This is an optimization exercise on Yosys and OpenROAD, whose aim is a short achievable clock period and few clock cycles, not a production implementation. Only the layout flow was run in this run; the RTL was not checked for function there. Power and IR drop assume default switching activity.

<file path="config.mk">
export PLATFORM = sky130hd
export DESIGN_NAME = dcache_top
export DESIGN_NICKNAME = dcache_top
export VERILOG_FILES = /design/flow/design.v
export SDC_FILE = /design/flow/constraint.sdc
export NUM_CORES = 4
export LEC_CHECK = 0
export CAP_MARGIN = 20
export CORE_MARGIN = 2
export CORE_UTILIZATION = 40
export SLEW_MARGIN = 20
</file>
<file path="run.sh">
#!/bin/bash
# synth_recipe.tcl (not shown) runs the flow's synth.tcl, then flattens the netlist and writes it again
# the make line also repeats each setting of config.mk as NAME=value (left out here)
make -C /OpenROAD-flow-scripts/flow DESIGN_CONFIG=/design/flow/config.mk WORK_HOME=/design/flow/orfs CLKGATE_MAP_FILE= SYNTH_SCRIPT=/design/flow/synth_recipe.tcl finish
</file>
<file path="design.v">
`default_nettype none
package dcache_geom_pkg;
	typedef logic [30-1:0] addr_t;    
	typedef logic [32-1:0] word_t;
	typedef logic [26-1:0]   tag_t;
	typedef logic [2-1:0] index_t;
	typedef logic [26+2-1:0] block_addr_t;
	typedef logic [128-1:0]            line_t;
endpackage
`default_nettype wire
`default_nettype none
package dcache_ctrl_pkg;
	typedef enum logic [1:0] {
		COMPARE_TAG = 2'b00,  
		WRITE_BACK  = 2'b01,  
		ALLOCATE    = 2'b10,  
		IDLE        = 2'b11   
	} ctrl_state_e;
endpackage
`default_nettype wire
`default_nettype none
module dcache_ctrl (
	input  logic clk,
	input  logic proc_reset,
	input  logic proc_read,
	input  logic proc_write,
	input  logic hit,
	input  logic victim_dirty,
	input  logic mem_ready,
	output logic proc_stall,
	output logic access,
	output logic store,
	output logic fill,
	output logic clean,
	output logic mem_read,
	output logic mem_write
);
	dcache_ctrl_pkg::ctrl_state_e state;
	dcache_ctrl_pkg::ctrl_state_e state_nxt;
	logic        req;
	logic        miss;
	assign req  = proc_read | proc_write;
	assign miss = req & ~hit;
	always_comb begin
		state_nxt = state;
		case (state)
			dcache_ctrl_pkg::IDLE: begin
				state_nxt = dcache_ctrl_pkg::COMPARE_TAG;
			end
			dcache_ctrl_pkg::COMPARE_TAG: begin
				if (miss) begin
					state_nxt = victim_dirty ? dcache_ctrl_pkg::WRITE_BACK : dcache_ctrl_pkg::ALLOCATE;
				end
			end
			dcache_ctrl_pkg::WRITE_BACK: begin
				if (mem_ready) begin
					state_nxt = dcache_ctrl_pkg::ALLOCATE;
				end
			end
			dcache_ctrl_pkg::ALLOCATE: begin
				if (mem_ready) begin
					state_nxt = dcache_ctrl_pkg::COMPARE_TAG;  
				end
			end
			default: begin
				state_nxt = dcache_ctrl_pkg::IDLE;
			end
		endcase
	end
	always_ff @(posedge clk) begin
		if (proc_reset) begin
			state <= dcache_ctrl_pkg::IDLE;
		end else begin
			state <= state_nxt;
		end
	end
	always_comb begin
		proc_stall = 1'b1;
		access     = 1'b0;
		store      = 1'b0;
		fill       = 1'b0;
		clean      = 1'b0;
		mem_read   = 1'b0;
		mem_write  = 1'b0;
		case (state)
			dcache_ctrl_pkg::COMPARE_TAG: begin
				proc_stall = miss;
				access     = req & hit;
				store      = proc_write & hit;
			end
			dcache_ctrl_pkg::WRITE_BACK: begin
				mem_write = 1'b1;       
				clean     = mem_ready;
			end
			dcache_ctrl_pkg::ALLOCATE: begin
				mem_read = 1'b1;
				fill     = mem_ready;
			end
			default: begin
				proc_stall = 1'b1;  
			end
		endcase
	end
endmodule
`default_nettype wire
`default_nettype none
module dcache_way_store (
	input  logic  clk,
	input  logic  proc_reset,
	input  logic  access,
	input  logic  store,
	input  logic  fill,
	input  logic  clean,
	input  dcache_geom_pkg::addr_t proc_addr,
	input  dcache_geom_pkg::line_t store_line,
	input  dcache_geom_pkg::line_t mem_rdata,
	output logic  hit,
	output logic  victim_dirty,
	output dcache_geom_pkg::line_t hit_line,
	output dcache_geom_pkg::line_t victim_line,
	output dcache_geom_pkg::tag_t  victim_tag
);
	dcache_geom_pkg::line_t data_mem [0:1][0:4-1];
	dcache_geom_pkg::tag_t  tag_mem  [0:1][0:4-1];
	logic  valid    [0:1][0:4-1];
	logic  dirty    [0:1][0:4-1];
	logic  victim_way [0:4-1];  
	dcache_geom_pkg::index_t     idx;
	dcache_geom_pkg::tag_t       req_tag;
	logic [1:0] hit_way;
	logic       hit_sel;   
	logic       vic_sel;   
	assign idx     = proc_addr[2 +: 2];
	assign req_tag = proc_addr[30-1 -: 26];
	always_comb begin
		for (int w = 0; w < 2; w++) begin
			hit_way[w] = valid[w][idx] && (tag_mem[w][idx] == req_tag);
		end
	end
	assign hit     = |hit_way;
	assign hit_sel = hit_way[1];
	assign vic_sel = victim_way[idx];
	assign hit_line     = data_mem[hit_sel][idx];
	assign victim_line  = data_mem[vic_sel][idx];
	assign victim_tag   = tag_mem[vic_sel][idx];
	assign victim_dirty = dirty[vic_sel][idx];  
	always_ff @(posedge clk) begin
		if (fill) begin
			data_mem[vic_sel][idx] <= mem_rdata;
			tag_mem[vic_sel][idx]  <= req_tag;
		end else if (store) begin
			data_mem[hit_sel][idx] <= store_line;  
		end
	end
	always_ff @(posedge clk) begin
		if (proc_reset) begin
			for (int s = 0; s < 4; s++) begin
				valid[0][s]   <= 1'b0;
				valid[1][s]   <= 1'b0;
				dirty[0][s]   <= 1'b0;
				dirty[1][s]   <= 1'b0;
				victim_way[s] <= 1'b0;  
			end
		end else begin
			if (fill) begin
				valid[vic_sel][idx] <= 1'b1;
				dirty[vic_sel][idx] <= 1'b0;
				victim_way[idx]     <= ~vic_sel;
			end
			if (clean) begin
				dirty[vic_sel][idx] <= 1'b0;  
			end
			if (store) begin
				dirty[hit_sel][idx] <= 1'b1;
			end
			if (access) begin
				victim_way[idx] <= ~hit_sel;  
			end
		end
	end
endmodule
`default_nettype wire
`default_nettype none
module dcache_line_path (
	input  dcache_geom_pkg::addr_t       proc_addr,
	input  dcache_geom_pkg::word_t       proc_wdata,
	input  dcache_geom_pkg::line_t       hit_line,
	input  dcache_geom_pkg::tag_t        victim_tag,
	input  logic        mem_write,
	output dcache_geom_pkg::word_t       proc_rdata,
	output dcache_geom_pkg::line_t       store_line,
	output dcache_geom_pkg::block_addr_t mem_addr
);
	logic [2-1:0] word_off;
	dcache_geom_pkg::index_t                  idx;
	dcache_geom_pkg::block_addr_t             req_block;
	assign word_off  = proc_addr[2-1:0];
	assign idx       = proc_addr[2 +: 2];
	assign req_block = proc_addr[30-1:2];
	assign proc_rdata = hit_line[word_off * 32 +: 32];
	always_comb begin
		store_line = hit_line;
		store_line[word_off * 32 +: 32] = proc_wdata;
	end
	always_comb begin
		if (mem_write) begin
			mem_addr = {victim_tag, idx};
		end else begin
			mem_addr = req_block;  
		end
	end
endmodule
`default_nettype wire
`default_nettype none
module dcache_top (
	input  logic        clk,
	input  logic        proc_reset,
	input  logic        proc_read,
	input  logic        proc_write,
	input  dcache_geom_pkg::addr_t       proc_addr,
	input  dcache_geom_pkg::word_t       proc_wdata,
	output dcache_geom_pkg::word_t       proc_rdata,
	output logic        proc_stall,
	output logic        mem_read,
	output logic        mem_write,
	output dcache_geom_pkg::block_addr_t mem_addr,
	output dcache_geom_pkg::line_t       mem_wdata,
	input  dcache_geom_pkg::line_t       mem_rdata,
	input  logic        mem_ready
);
	logic  access;
	logic  store;
	logic  fill;
	logic  clean;
	logic  hit;
	logic  victim_dirty;
	dcache_geom_pkg::line_t hit_line;
	dcache_geom_pkg::line_t victim_line;
	dcache_geom_pkg::line_t store_line;
	dcache_geom_pkg::tag_t  victim_tag;
	dcache_ctrl u_ctrl (
		.clk          (clk),
		.proc_reset   (proc_reset),
		.proc_read    (proc_read),
		.proc_write   (proc_write),
		.hit          (hit),
		.victim_dirty (victim_dirty),
		.mem_ready    (mem_ready),
		.proc_stall   (proc_stall),
		.access       (access),
		.store        (store),
		.fill         (fill),
		.clean        (clean),
		.mem_read     (mem_read),
		.mem_write    (mem_write)
	);
	dcache_way_store u_ways (
		.clk          (clk),
		.proc_reset   (proc_reset),
		.access       (access),
		.store        (store),
		.fill         (fill),
		.clean        (clean),
		.proc_addr    (proc_addr),
		.store_line   (store_line),
		.mem_rdata    (mem_rdata),
		.hit          (hit),
		.victim_dirty (victim_dirty),
		.hit_line     (hit_line),
		.victim_line  (victim_line),
		.victim_tag   (victim_tag)
	);
	dcache_line_path u_path (
		.proc_addr  (proc_addr),
		.proc_wdata (proc_wdata),
		.hit_line   (hit_line),
		.victim_tag (victim_tag),
		.mem_write  (mem_write),
		.proc_rdata (proc_rdata),
		.store_line (store_line),
		.mem_addr   (mem_addr)
	);
	assign mem_wdata = victim_line;  
endmodule
`default_nettype wire
</file>
<file path="constraint.sdc">
create_clock -name core_clock -period 7.0 [get_ports {clk}]
set_input_delay 1.4000 -clock core_clock [delete_from_list [all_inputs] [get_ports {clk}]]
set_output_delay 1.4000 -clock core_clock [all_outputs]
set_load 0.01 [all_outputs]
</file>
==> results.txt <==
Port Buffers roughly 390; CP Cell Sequence buf_8 -> mux4_2 -> xnor2_1 -> nand4_1 -> or3_1 -> nor4_4 -> buf_12 -> buf_12 -> buf_4 -> mux2i_1 -> a22o_1 -> nor2_1 -> clkdlybuf4s50_1; vias in the first global route 30800; share of layout cells above drive strength 1 24.4%; CTS tree built; Ports 386; number of antenna violations at the first check in global routing 21; RSZ-0062 raised after global routing false; vias per cell 5.81; setup violators final 0; Worst Hold Launch u_ways.valid[7]; final WL roughly 160000 µm; crit path capture type primary output; routed vias about 30000; TritonCTS Buffers 136; VDD IR max 0.277 mV; R2R depth 11; final-report max-slew violation count 0; # fillers 11100; internal reg-to-reg setup slack between 3000 and 4000 ps; Setup CP Type input pin to primary output; CTS Sinks roughly 1300; Finished Core Util between 40% and 50%; Max Cap Viol 0; P_leak 20.6 nW; status complete, no violations; worst hold path stage count 1; Slew @ Worst Pin 1370 ps; Pwr Total 17.0 mW; Worst Setup Slack post-DPL 186 ps; crit path launch type input pin; clock skew 45.3 ps; post-CTS setup buffers 0; Worst R2R Start u_ways.tag_mem[4][6]; pin count of the biggest net entering global routing 130; Layout area overhead 21.9%; DRC 0; synthesis warning total 3; Final nets 3599; DRT iter0 DRCs 3100; period utilization a little over nine tenths; core box area approximately 130000 µm²; gr ovfl total 0; Hold Path Sink u_ways.valid[7]; Post-DP HPWL 107000 µm; GRT Overall Usage about a quarter; final hold violation count 0; crit path DAT around 5500 ps; final worst slack 154 ps; Unique masters post-synth between 60 and 70; Mapped Area 53800 µm²; highest clock rate between 100 and 150 MHz; crit path max-delay cell type clkdlybuf4s50_1; Clock Latency Late Sink just under 800 ps; Synth Net Count 3072; die width 371 µm; drt pass-1 iters 6; RR Endpoint u_ways.data_mem[1][105]; Die Area 137000 µm²; Syn Inst Count around 2900; placed cell area 61200 µm²; Max Fanout on Critical Path 25; Die H about 370 µm; CTS HTree Levels 4; async set-or-reset flop fraction in the synthesized netlist 0%; clk slew on worst S/H paths about 60 ps; Slew HR 8.92%; delay of the slowest critical-path stage 610 ps; most frequent cell on the critical path buf_12; Antenna Violating Nets Remaining 0; initial core utilization 40.3%; first-pass GRT wire length approximately 230000 µm; Final GP Congestion 0.878; Design Area, Final 65500 µm²; Hold WS 479 ps; number of synthesized flops with an enable pin about 1200; Max clock buf depth 3; std cell rows 134; Min Clock Period, post-route just under 7000 ps; Avg Inst Size Synth 18.7 µm²; CTS hold repair buffers 0; power density cells 260 nW/µm²; per-cell routed wire length around 30 µm; clk root buf clkbuf_16; Seq/Total Area, Yosys about 70%; HP Class register to register; synthesized flop and latch total roughly 1300; Top FF cell, synth edfxtp_1; CP Data Required Time roughly 5600 ps
-- layout by cell type, fill, tap and decap left out, types with 4 or more instances in the layout --
cell,netlist,routed
edfxtp_1,1244,1244
clkdlybuf4s50_1,0,383
mux4_2,302,301
mux2i_1,192,191
nand2_1,177,177
buf_4,21,146
clkbuf_16,0,139
mux2_2,132,132
o211ai_1,131,131
o21a_1,129,128
nor2_1,82,74
a22o_1,65,65
buf_12,0,48
o21ai_0,33,33
clkbuf_1,98,33
clkinv_1,0,27
xnor2_1,32,25
clkinv_2,0,18
a21oi_1,14,14
nand4_1,13,13
inv_1,10,10
dfxtp_1,10,10
o21bai_1,9,9
bufinv_16,0,9
xnor2_2,1,8
a211oi_1,7,7
xor2_1,6,6
nand2b_1,6,5
clkinv_8,0,5
nor2_4,0,4
and2_1,4,4
nor3_1,9,4
nor2_2,0,4
nor3_4,0,4
inv_6,0,4
-- power by group --
group          total, mW  leakage [nW]  switching [mW]  internal (mW)
clock network       6.98          2.09            2.98           4.00
logic               1.70          7.19           0.942          0.756
registers           8.37          11.3          0.0182           8.35
total               17.0          20.6            3.94           13.1
-- flip-flops by register name (all words and copies together) (netlist names) --
signal,count
u_ways.valid,8
u_ways.tag_mem,208
u_ways.data_mem,1024
u_ways.dirty,8
u_ways.victim_way,4
u_ctrl.state,2
-- logic make-up after synthesis --
logic type,count (synthesis),share of synthesized area (%)
buf+inv,201,1.80
mux,627,19.0
xor+xnor,39,0.649
fa+ha+maj,4,0.0931
compound gates,428,5.98
flops,1254,69.9
simple gates,320,2.59
-- worst max-delay path: cells and delay by family --
family | cells | cell delay (ps)
mux | 2 | 680
buf+inv | 5 | 1550
compound gates | 1 | 190
simple gates | 4 | 1210
xor+xnor | 1 | 330
-- per-stage QoR --
stage               std cells  TNS (ps)
floorplan                2873   -128900
global placement         5031         0
detailed placement       5031         0
CTS                      5274         0
global route             5274         0
finish                   5275         0
-- worst max path at each step --
stage | end | slack (ps) | cells after the start | start
5_1_grt | proc_rdata[26] | 20 | 13 | proc_addr[2]
3_3_place_gp | proc_rdata[26] | 200 | 13 | proc_addr[2]
6_report | proc_rdata[16] | 150 | 13 | proc_addr[2]
4_1_cts | proc_rdata[26] | 160 | 13 | proc_addr[2]
3_5_place_dp | proc_rdata[26] | 190 | 13 | proc_addr[2]
2_1_floorplan | u_ways.data_mem[0][0] | -280 | 12 | proc_addr[2]
-- per-layer routing --
metal	global-route usage (%)	routed length, µm	vias to the layer above	share of wire, %
met5	0	196	-	0.12
met4	8.05	5340	28	3.3
met3	5.97	12800	276	7.9
met2	38.4	79700	1299	49
met1	30.4	63900	16100	39
li1	-	-	13000	-
-- synthesized netlist by cell type (all sizes together), types with 15 or more instances --
cell    count  area (µm²)
nand2     177         664
a22o       65         569
nor2       82         308
edfxtp   1244       37400
o211ai    131         983
o21a      129         968
o21ai      35         175
clkbuf     98         368
mux4      302        6800
buf        92         561
a21oi      15        78.8
xnor2      33         297
mux2      133        1500
mux2i     192        1920
-- final cells by class --
class	count	area, µm²	share of cell area, %
antenna	2	5.00	0.00764
clock buffer	172	3600	5.50
clock inverter	71	698	1.07
inverter	11	41.3	0.0630
multi-input combinational	1418	15500	23.6
sequential	1254	37600	57.3
tap	1768	2210	3.38
timing repair buffer	579	5920	9.04
-- repair_timing --
item / CTS / global route
gates resized for setup: 0 / 1
endpoints found under the setup margin: 0 / 3
hold endpoints to repair: 0 / 0

## what the ideal ports hide
How much do the figures lean on ideal ports? The routed layout below was timed once more, with nothing changed but the port constraints.
Step 1: set_driving_cell puts a clkbuf_16 on clk and a buf_2 on each other input, an assumption about the parent block.
Step 2, shift: input delay + t, output delay - t, t = (earliest + latest rising clock arrival at the registers) / 2. This alone moves slack from input paths to output paths.
Slacks: ideal / step 1 / step 2; pairs: ideal / step 1.
shift t [ns]: 0.834
slack for setup (ns): 0.154 / 0.104 / 0.104
clock arrival spread, ns: 0.045 / 0.046
After both steps this run still meets setup and hold. The setup slack of this run moves by -0.050 ns with the drivers and by -0.050 ns with both steps.
